What follows belongs to an exercise in optimizing a design on an open flow for small area; a production flow would make more cautious choices.
In this exercise RTL edits were held to simulation tests only and were not proved equivalent to the original.
Power and IR drop assume default switching activity.

<file path="flow/run.sh">
#!/bin/bash
# synth_recipe.tcl (not shown) runs the flow's synth.tcl, then flattens the netlist and writes it again
# the make line also repeats each setting of config.mk as NAME=value (left out here)
make -C /OpenROAD-flow-scripts/flow DESIGN_CONFIG=/design/flow/config.mk WORK_HOME=/design/flow/orfs CLKGATE_MAP_FILE= SYNTH_SCRIPT=/design/flow/synth_recipe.tcl finish
</file>
<file path="flow/config.mk">
export PLATFORM = sky130hd
export DESIGN_NAME = virtualConsole
export DESIGN_NICKNAME = virtualConsole
export VERILOG_FILES = /design/flow/design.v
export SDC_FILE = /design/flow/constraint.sdc
export NUM_CORES = 4
export LEC_CHECK = 0
export CAP_MARGIN = 20
export CORE_MARGIN = 2
export CORE_UTILIZATION = 40
export SLEW_MARGIN = 20
</file>
<file path="flow/constraint.sdc">
create_clock -name core_clock -period 5.0 [get_ports {clk}]
set_input_delay 1.0000 -clock core_clock [delete_from_list [all_inputs] [get_ports {clk}]]
set_output_delay 1.0000 -clock core_clock [all_outputs]
set_load 0.01 [all_outputs]
</file>
<file path="flow/design.v">
`default_nettype none
package consolePkg;
    typedef logic [7:0] CharCode_t;
    typedef logic [7:0] GlyphLine_t;
    typedef logic [2:0] LineIndex_t;
    typedef logic [2:0] RowIndex_t;
    typedef logic [3:0] ColIndex_t;
    typedef logic [6:0] CellAddress_t;
    typedef enum logic [2:0] {
        ground,
        escape,
        csi,
        csiTwo,
        clearing
    } ParserState_t;
    function automatic [6:0] cellAddress(input [2:0] row, input [3:0] col,
                                         input integer rows, input integer columns);
        reg [31:0] flat;
        begin
            flat = ({29'd0, row} % rows) * columns + ({28'd0, col} % columns);
            cellAddress = flat[6:0];
        end
    endfunction
endpackage
`default_nettype wire
`default_nettype none
package uartPkg;
    typedef logic [7:0] UartByte_t;
    typedef logic [3:0] BitCount_t;
    typedef logic [15:0] SampleCount_t;
    typedef enum logic [1:0] {
        idle,
        start,
        data,
        stop
    } RxState_t;
endpackage
`default_nettype wire
`timescale 1ns/1ps
`default_nettype none
module uartReceiver
#(
    parameter int ClksPerBit = 16
) (
    input  wire       clk,
    input  wire       reset,
    input  wire       uartRx,
    output uartPkg::UartByte_t rxData,
    output logic      rxValid
);
    localparam uartPkg::SampleCount_t LastSample = uartPkg::SampleCount_t'(ClksPerBit - 1);
    localparam uartPkg::SampleCount_t HalfSample = uartPkg::SampleCount_t'(ClksPerBit / 2 - 1);
    logic         rxMeta;
    logic         rxSync;
    uartPkg::RxState_t     state;
    uartPkg::SampleCount_t sampleCount;
    uartPkg::BitCount_t    bitCount;
    uartPkg::UartByte_t    shiftReg;
    logic         bitEnd;
    always_ff @(posedge clk) begin
        if (reset) begin
            rxMeta <= 1'b1;
            rxSync <= 1'b1;
        end else begin
            rxMeta <= uartRx;
            rxSync <= rxMeta;
        end
    end
    assign bitEnd = (sampleCount == LastSample);
    always_ff @(posedge clk) begin
        if (reset) begin
            state       <= uartPkg::idle;
            sampleCount <= '0;
            bitCount    <= '0;
            rxValid     <= 1'b0;
        end else begin
            rxValid <= 1'b0;
            case (state)
                uartPkg::idle: begin
                    sampleCount <= '0;
                    if (!rxSync) begin
                        state <= uartPkg::start;
                    end
                end
                uartPkg::start: begin
                    if (sampleCount == HalfSample) begin
                        sampleCount <= '0;
                        bitCount    <= '0;
                        state       <= rxSync ? uartPkg::idle : uartPkg::data;
                    end else begin
                        sampleCount <= sampleCount + 1'b1;
                    end
                end
                uartPkg::data: begin
                    if (bitEnd) begin
                        sampleCount <= '0;
                        bitCount    <= bitCount + 1'b1;
                        if (bitCount == uartPkg::BitCount_t'(7)) begin
                            state <= uartPkg::stop;
                        end
                    end else begin
                        sampleCount <= sampleCount + 1'b1;
                    end
                end
                uartPkg::stop: begin
                    if (bitEnd) begin
                        rxValid <= rxSync;
                        state   <= uartPkg::idle;
                    end else begin
                        sampleCount <= sampleCount + 1'b1;
                    end
                end
                default: state <= uartPkg::idle;
            endcase
        end
    end
    always_ff @(posedge clk) begin
        if (state == uartPkg::data && bitEnd) begin
            shiftReg <= {rxSync, shiftReg[7:1]};
        end
        if (state == uartPkg::stop && bitEnd) begin
            rxData <= shiftReg;
        end
    end
endmodule
`default_nettype wire
`timescale 1ns/1ps
`default_nettype none
module vt100Parser
#(
    parameter int Rows    = 8,
    parameter int Columns = 16
) (
    input  wire          clk,
    input  wire          reset,
    input  wire          rxValid,
    input  wire          [7:0] rxData,
    output logic         writeEnable,
    output consolePkg::CellAddress_t writeAddress,
    output consolePkg::CharCode_t    writeData,
    output consolePkg::RowIndex_t    cursorRow,
    output consolePkg::ColIndex_t    cursorCol
);
    localparam consolePkg::RowIndex_t    LastRow = consolePkg::RowIndex_t'(Rows - 1);
    localparam consolePkg::ColIndex_t    LastCol = consolePkg::ColIndex_t'(Columns - 1);
    localparam consolePkg::CellAddress_t LastCell = consolePkg::CellAddress_t'(Rows * Columns - 1);
    localparam uartPkg::UartByte_t CharBackspace = 8'h08;
    localparam uartPkg::UartByte_t CharLineFeed  = 8'h0A;
    localparam uartPkg::UartByte_t CharReturn    = 8'h0D;
    localparam uartPkg::UartByte_t CharEscape    = 8'h1B;
    localparam uartPkg::UartByte_t CharBracket   = 8'h5B;
    localparam uartPkg::UartByte_t CharTwo       = 8'h32;
    localparam uartPkg::UartByte_t CharHome      = 8'h48;
    localparam uartPkg::UartByte_t CharClear     = 8'h4A;
    localparam consolePkg::CharCode_t Space         = 8'h20;
    consolePkg::ParserState_t state;
    consolePkg::CellAddress_t clearAddress;
    consolePkg::RowIndex_t    nextRow;
    logic         printable;
    assign nextRow   = (cursorRow == LastRow) ? '0 : cursorRow + 1'b1;
    assign printable = (rxData >= 8'h20) && (rxData <= 8'h7E);
    always_ff @(posedge clk) begin
        if (reset) begin
            state        <= consolePkg::clearing;
            clearAddress <= '0;
            cursorRow    <= '0;
            cursorCol    <= '0;
            writeEnable  <= 1'b0;
        end else begin
            writeEnable <= 1'b0;
            case (state)
                consolePkg::ground: begin
                    if (rxValid && printable) begin
                        writeEnable <= 1'b1;
                        if (cursorCol == LastCol) begin
                            cursorCol <= '0;
                            cursorRow <= nextRow;
                        end else begin
                            cursorCol <= cursorCol + 1'b1;
                        end
                    end else if (rxValid) begin
                        case (rxData)
                            CharReturn:    cursorCol <= '0;
                            CharLineFeed:  cursorRow <= nextRow;
                            CharBackspace: begin
                                if (cursorCol != '0) begin
                                    cursorCol <= cursorCol - 1'b1;
                                end
                            end
                            CharEscape:    state <= consolePkg::escape;
                            default:       ;
                        endcase
                    end
                end
                consolePkg::escape: begin
                    if (rxValid) begin
                        state <= (rxData == CharBracket) ? consolePkg::csi : consolePkg::ground;
                    end
                end
                consolePkg::csi: begin
                    if (rxValid) begin
                        state <= consolePkg::ground;
                        if (rxData == CharHome) begin
                            cursorRow <= '0;
                            cursorCol <= '0;
                        end else if (rxData == CharTwo) begin
                            state <= consolePkg::csiTwo;
                        end
                    end
                end
                consolePkg::csiTwo: begin
                    if (rxValid) begin
                        state        <= (rxData == CharClear) ? consolePkg::clearing : consolePkg::ground;
                        clearAddress <= '0;
                    end
                end
                consolePkg::clearing: begin
                    writeEnable  <= 1'b1;
                    clearAddress <= clearAddress + 1'b1;
                    if (clearAddress == LastCell) begin
                        state     <= consolePkg::ground;
                        cursorRow <= '0;
                        cursorCol <= '0;
                    end
                end
                default: state <= consolePkg::ground;
            endcase
        end
    end
    always_ff @(posedge clk) begin
        if (state == consolePkg::clearing) begin
            writeAddress <= clearAddress;
            writeData    <= Space;
        end else begin
            writeAddress <= consolePkg::cellAddress(cursorRow, cursorCol, Rows, Columns);
            writeData    <= rxData;
        end
    end
endmodule
`default_nettype wire
`timescale 1ns/1ps
`default_nettype none
module textRam
#(
    parameter int Rows    = 8,
    parameter int Columns = 16
) (
    input  wire          clk,
    input  wire          writeEnable,
    input  wire          [6:0] writeAddress,
    input  wire          [7:0] writeData,
    input  wire          [6:0] readAddress,
    output consolePkg::CharCode_t    readData
);
    localparam int Depth = Rows * Columns;
    consolePkg::CharCode_t memory [Depth];
    always_ff @(posedge clk) begin
        if (writeEnable) begin
            memory[writeAddress] <= writeData;
        end
    end
    always_ff @(posedge clk) begin
        readData <= memory[readAddress];
    end
endmodule
`default_nettype wire
`timescale 1ns/1ps
`default_nettype none
module fontRom
(
    input  wire        clk,
    input  wire        [7:0] fontCode,
    input  wire        [2:0] fontLine,
    output consolePkg::GlyphLine_t fontBits
);
    function automatic consolePkg::GlyphLine_t glyphLine(input consolePkg::CharCode_t code, input consolePkg::LineIndex_t line);
        consolePkg::GlyphLine_t bits;
        case (line)
            3'd0: bits = code;
            3'd1: bits = {code[6:0], code[7]};
            3'd2: bits = {code[5:0], code[7:6]};
            3'd3: bits = {code[4:0], code[7:5]};
            3'd4: bits = {code[3:0], code[7:4]};
            3'd5: bits = {code[2:0], code[7:3]};
            3'd6: bits = {code[1:0], code[7:2]};
            3'd7: bits = {code[0], code[7:1]};
        endcase
        glyphLine = bits;
    endfunction
    always_ff @(posedge clk) begin
        fontBits <= glyphLine(fontCode, fontLine);
    end
endmodule
`default_nettype wire
`timescale 1ns/1ps
`default_nettype none
module glyphRenderer
#(
    parameter int Rows    = 8,
    parameter int Columns = 16
) (
    input  wire          clk,
    input  wire          reset,
    input  wire          readReq,
    input  wire          [2:0] readRow,
    input  wire          [3:0] readCol,
    input  wire          [2:0] readLine,
    output logic         readAck,
    output consolePkg::GlyphLine_t   glyphBits,
    input  wire          [2:0] cursorRow,
    input  wire          [3:0] cursorCol,
    output consolePkg::CellAddress_t readAddress,
    input  wire          [7:0] readData,
    output consolePkg::CharCode_t    fontCode,
    output consolePkg::LineIndex_t   fontLine,
    input  wire          [7:0] fontBits
);
    typedef enum logic [2:0] {
        idle,
        fetchChar,
        fetchGlyph,
        capture,
        holdAck,
        dropAck
    } RenderState_t;
    RenderState_t state;
    logic         cursorHit;
    assign cursorHit = (readRow == cursorRow) && (readCol == cursorCol);
    assign fontCode = readData;
    always_ff @(posedge clk) begin
        if (reset) begin
            state   <= idle;
            readAck <= 1'b0;
        end else begin
            case (state)
                idle: begin
                    if (readReq) begin
                        state <= fetchChar;
                    end
                end
                fetchChar:  state <= fetchGlyph;
                fetchGlyph: state <= capture;
                capture: begin
                    readAck <= 1'b1;
                    state   <= holdAck;
                end
                holdAck: begin
                    if (!readReq) begin
                        state <= dropAck;
                    end
                end
                dropAck: begin
                    readAck <= 1'b0;
                    state   <= idle;
                end
                default: state <= idle;
            endcase
        end
    end
    always_ff @(posedge clk) begin
        if (state == idle && readReq) begin
            readAddress <= consolePkg::cellAddress(readRow, readCol, Rows, Columns);
            fontLine    <= readLine;
        end
        if (state == capture) begin
            glyphBits <= fontBits ^ {8{cursorHit}};
        end
    end
endmodule
`default_nettype wire
`timescale 1ns/1ps
`default_nettype none
module virtualConsole
#(
    parameter int ClksPerBit = 16,
    parameter int Rows       = 8,
    parameter int Columns    = 16
) (
    input  wire        clk,
    input  wire        reset,
    input  wire        uartRx,
    input  wire        readReq,
    input  wire        [2:0] readRow,
    input  wire        [3:0] readCol,
    input  wire        [2:0] readLine,
    output logic       readAck,
    output consolePkg::GlyphLine_t glyphBits
);
    uartPkg::UartByte_t    rxData;
    logic         rxValid;
    logic         writeEnable;
    consolePkg::CellAddress_t writeAddress;
    consolePkg::CharCode_t    writeData;
    consolePkg::RowIndex_t    cursorRow;
    consolePkg::ColIndex_t    cursorCol;
    consolePkg::CellAddress_t readAddress;
    consolePkg::CharCode_t    readData;
    consolePkg::CharCode_t    fontCode;
    consolePkg::LineIndex_t   fontLine;
    consolePkg::GlyphLine_t   fontBits;
    uartReceiver #(
        .ClksPerBit(ClksPerBit)
    ) receiver (
        .clk(clk),
        .reset(reset),
        .uartRx(uartRx),
        .rxData(rxData),
        .rxValid(rxValid)
    );
    vt100Parser #(
        .Rows(Rows),
        .Columns(Columns)
    ) parser (
        .clk(clk),
        .reset(reset),
        .rxValid(rxValid),
        .rxData(rxData),
        .writeEnable(writeEnable),
        .writeAddress(writeAddress),
        .writeData(writeData),
        .cursorRow(cursorRow),
        .cursorCol(cursorCol)
    );
    textRam #(
        .Rows(Rows),
        .Columns(Columns)
    ) screenRam (
        .clk(clk),
        .writeEnable(writeEnable),
        .writeAddress(writeAddress),
        .writeData(writeData),
        .readAddress(readAddress),
        .readData(readData)
    );
    fontRom font (
        .clk(clk),
        .fontCode(fontCode),
        .fontLine(fontLine),
        .fontBits(fontBits)
    );
    glyphRenderer #(
        .Rows(Rows),
        .Columns(Columns)
    ) renderer (
        .clk(clk),
        .reset(reset),
        .readReq(readReq),
        .readRow(readRow),
        .readCol(readCol),
        .readLine(readLine),
        .readAck(readAck),
        .glyphBits(glyphBits),
        .cursorRow(cursorRow),
        .cursorCol(cursorCol),
        .readAddress(readAddress),
        .readData(readData),
        .fontCode(fontCode),
        .fontLine(fontLine),
        .fontBits(fontBits)
    );
endmodule
`default_nettype wire
</file>
==> run summary <==
half-perimeter wire length after detailed placement just over 70000 um; Hold Slack between 0.4 and 0.5 ns; Worst Tran Pin Value approximately 1.1 ns; outcome complete, no violations; Synth Flop Type edfxtp_1; Synth Net Count roughly 3000; # Post-CTS Setup Buffers 0; Reg-to-Reg Start renderer.readAddress[2]; largest net degree at the start of global routing 85; cts hold-fix bufs 0; critical path class register to register; maximum vdd drop about 0.00039 V; setup repair after global routing missed its margin false; Netlist Area Pre-Place 45100 um^2; placed cells around 4300; # IOs 23; cts repair resizes 0; ANT cells 0; ANT nets after route 0; deepest clock path buffer count 3; pre-CTS setup slack 1.57 ns; port bufs 22; CP arrival 4.09 ns; nets@finish ~3000; Post-synth EDFFs around 1100; worst hold endpoint receiver.rxSync; most frequent cells in the layout 1058 x edfxtp_1, 451 x mux2i_1, 204 x nor2_1; Critical Path RT about 5.6 ns; Synth cell types between 60 and 70; Max-Slew Margin vs Limit between 20% and 30%; commonest non-fill, non-tap cell in the layout edfxtp_1; Die W between 300 and 400 um; hold crit path type register to register; Area contributors post-synth edfxtp_1 70%, mux2i_1 10%, dfxtp_1 3.5%, a22oi_1 2.9%, nor2_1 1.8%; layout cells sized above 1 under 10%; worst-path maximum fanout 82; Leak between 15 and 20 nW; global route total overflow 0; wire per inst ~25 um; Worst setup EP type register; share of the synthesized area in the top cell type 70.4%; FF+latch count, synth roughly 1100; reg2reg end screenRam.readData[6]; Total Routed Length between 100000 and 150000 um; area of the multi-input gates around 11000 um^2; area added between synthesis and finish 13.3%; Final Cycle Share between 60 and 70%; Hold Crit Depth 1; vias in the first global route approximately 25000; Max Clock Freq just under 300 MHz; Clk Latency, worst-skew pair slightly below 0.7 ns; full die area between 100000 and 150000 um^2; maxcap violations 0; PwrDens approximately 450 nW/um^2; setup_tns 0 ns; area leader, netlist edfxtp_1; FF+latch area about 33000 um^2; GRT Util Overall 19.5%; DRC Markers 0; setup ws final 1.53 ns; GPL Wtd Cong 0.857; CTS Sinks 1136; Final Max Slew Viols 0; final non-filler cell total 4528; Setup Skew approximately 0.028 ns; final hold viol count 0; Register-to-Register Path Depth 6; CTS tree yes; Root Driver clkbuf_16; synth warn 5; Pre-Repair DR Iteration Count 5; Clk pin slew, worst setup/hold paths around 0.070 ns; async set-reset flop share out of synthesis 0%; Iter 0 DRT Violations about 2500; core area between 100000 and 150000 um^2; startpoint types register; Setup Viol. Count Final 0; Fillers about 9600; H-tree depth 3; fin crit period 3.47 ns; hold_sp receiver.rxMeta; Starting Density about two fifths; CTS buffer count approximately 110; site row count between 100 and 150; Mapped Cells ~2900; Via density 5.54; initial antenna violation count 6; sequential-to-total area share from yosys stat between 70% and 80%; Syn Area/Cell about 16 um^2; chip height about 340 um; first-pass GRT wire length ~170000 um; R2R setup slack 1.53 ns; via count about 25000
==> worst max-delay path, stage by stage, from the launching register on <==
cell	delay (ns)
edfxtp_1	1.01
buf_12	0.48
mux2i_1	0.18
a21oi_1	0.34
nand4_1	0.24
nor3_1	0.87
or4_1	0.22
==> metal layers <==
layer / global-route usage (%) / part of all wire, %
met5: 0 / 0.017
met1: 26.9 / 43
met4: 5.44 / 2.4
met3: 3.20 / 6.2
met2: 31.9 / 48
==> where the power goes <==
group	total, W	internal [W]	switching (W)
clock	0.00859	0.00509	0.00351
sequential	0.0121	0.0114	0.000742
combinational	0.00222	0.000650	0.00157
==> cell type report <==
type / instances / share of cell area (%)
Clock inverter: 64 / 1.35
Timing Repair Buffer: 86 / 1.63
Inverter: 18 / 0.132
Clock buffer: 144 / 6.07
Tap cell: 1500 / 3.67
Sequential cell: 1136 / 65.3
Multi-Input combinational cell: 1580 / 21.9
==> cell usage after synthesis, types with 12 or more instances <==
library cell	number
dfxtp_1	78
nand3_1	61
nor2b_1	78
a21oi_1	102
nand4_1	42
a211oi_1	68
clkbuf_1	123
or4_1	16
inv_1	18
xor2_1	17
buf_2	16
nand2_1	137
a22oi_1	174
o21ai_0	18
xnor2_1	15
nand2b_1	15
buf_1	18
nor3_1	53
mux2i_1	451
nor2_1	212
ha_1	12
edfxtp_1	1058
==> through the flow <==
step	area (um^2)	util (%)	power, W
global route	51100	45.6	0.0237
finish	51100	45.6	0.0230
CTS	51100	45.5	0.0231
global placement	47200	42.1	0.0144
floorplan	45100	-	0.0133
detailed placement	47300	42.1	0.0145
==> how the worst max path moves through the flow <==
stage / slack [ns] / from / endpoint
finish: 1.53 / renderer.readAddress[2] / screenRam.readData[6]
global route: 1.41 / renderer.readAddress[2] / screenRam.readData[6]
CTS: 1.55 / renderer.readAddress[2] / screenRam.readData[6]
detailed placement: 1.57 / renderer.readAddress[2] / screenRam.readData[6]
global placement: 1.43 / renderer.readAddress[2] / screenRam.readData[2]
floorplan: 2.45 / receiver.rxData[5] / parser.cursorRow[1]
==> registers in the layout, summed over array words and instances, names as in the netlist, 4 cells and up, named ones only <==
register	flops
receiver.bitCount	4
parser.clearAddress	7
renderer.readAddress	7
renderer.glyphBits	8
screenRam.readData	8
receiver.shiftReg	8
screenRam.memory	1024
parser.writeAddress	7
font.fontBits	8
parser.writeData	8
receiver.rxData	8
receiver.sampleCount	16
parser.cursorCol	4
==> cells by family (layout without fill, tap and decap cells) <==
group | Yosys count | in the layout | synth area share, %
flops | 1136 | 1136 | 73.9
simple gates | 670 | 670 | 7.24
mux | 460 | 460 | 10.2
compound gates | 406 | 406 | 6.14
buf+inv | 176 | 312 | 1.53
xor+xnor | 32 | 32 | 0.621
fa+ha+maj | 12 | 12 | 0.333

## separate check: timing with driven ports
Ports are ideal in the flow. The routed layout listed here was re-timed in OpenROAD. Step 1: set_driving_cell puts a clkbuf_16 on clk and a buf_2 on each other input, an assumption about the parent block. Step 2, shift: input delay + t, output delay - t, t = (earliest + latest rising clock arrival at the registers) / 2. This alone moves slack from input paths to output paths. Three values: ideal, step 1, step 2; two values: the first two.
t, ns: 0.749
setup WS [ns]: 1.535 / 1.535 / 1.535
worst setup path after step 2: register to register
slew at the worst register clock pin (ns): 0.07 / 0.07
worst slew at a driven data input, ns: 0.10
After both steps this run still meets setup and hold. For this run, drivers alone change the setup slack by 0.000 ns; drivers and shift together by 0.000 ns.
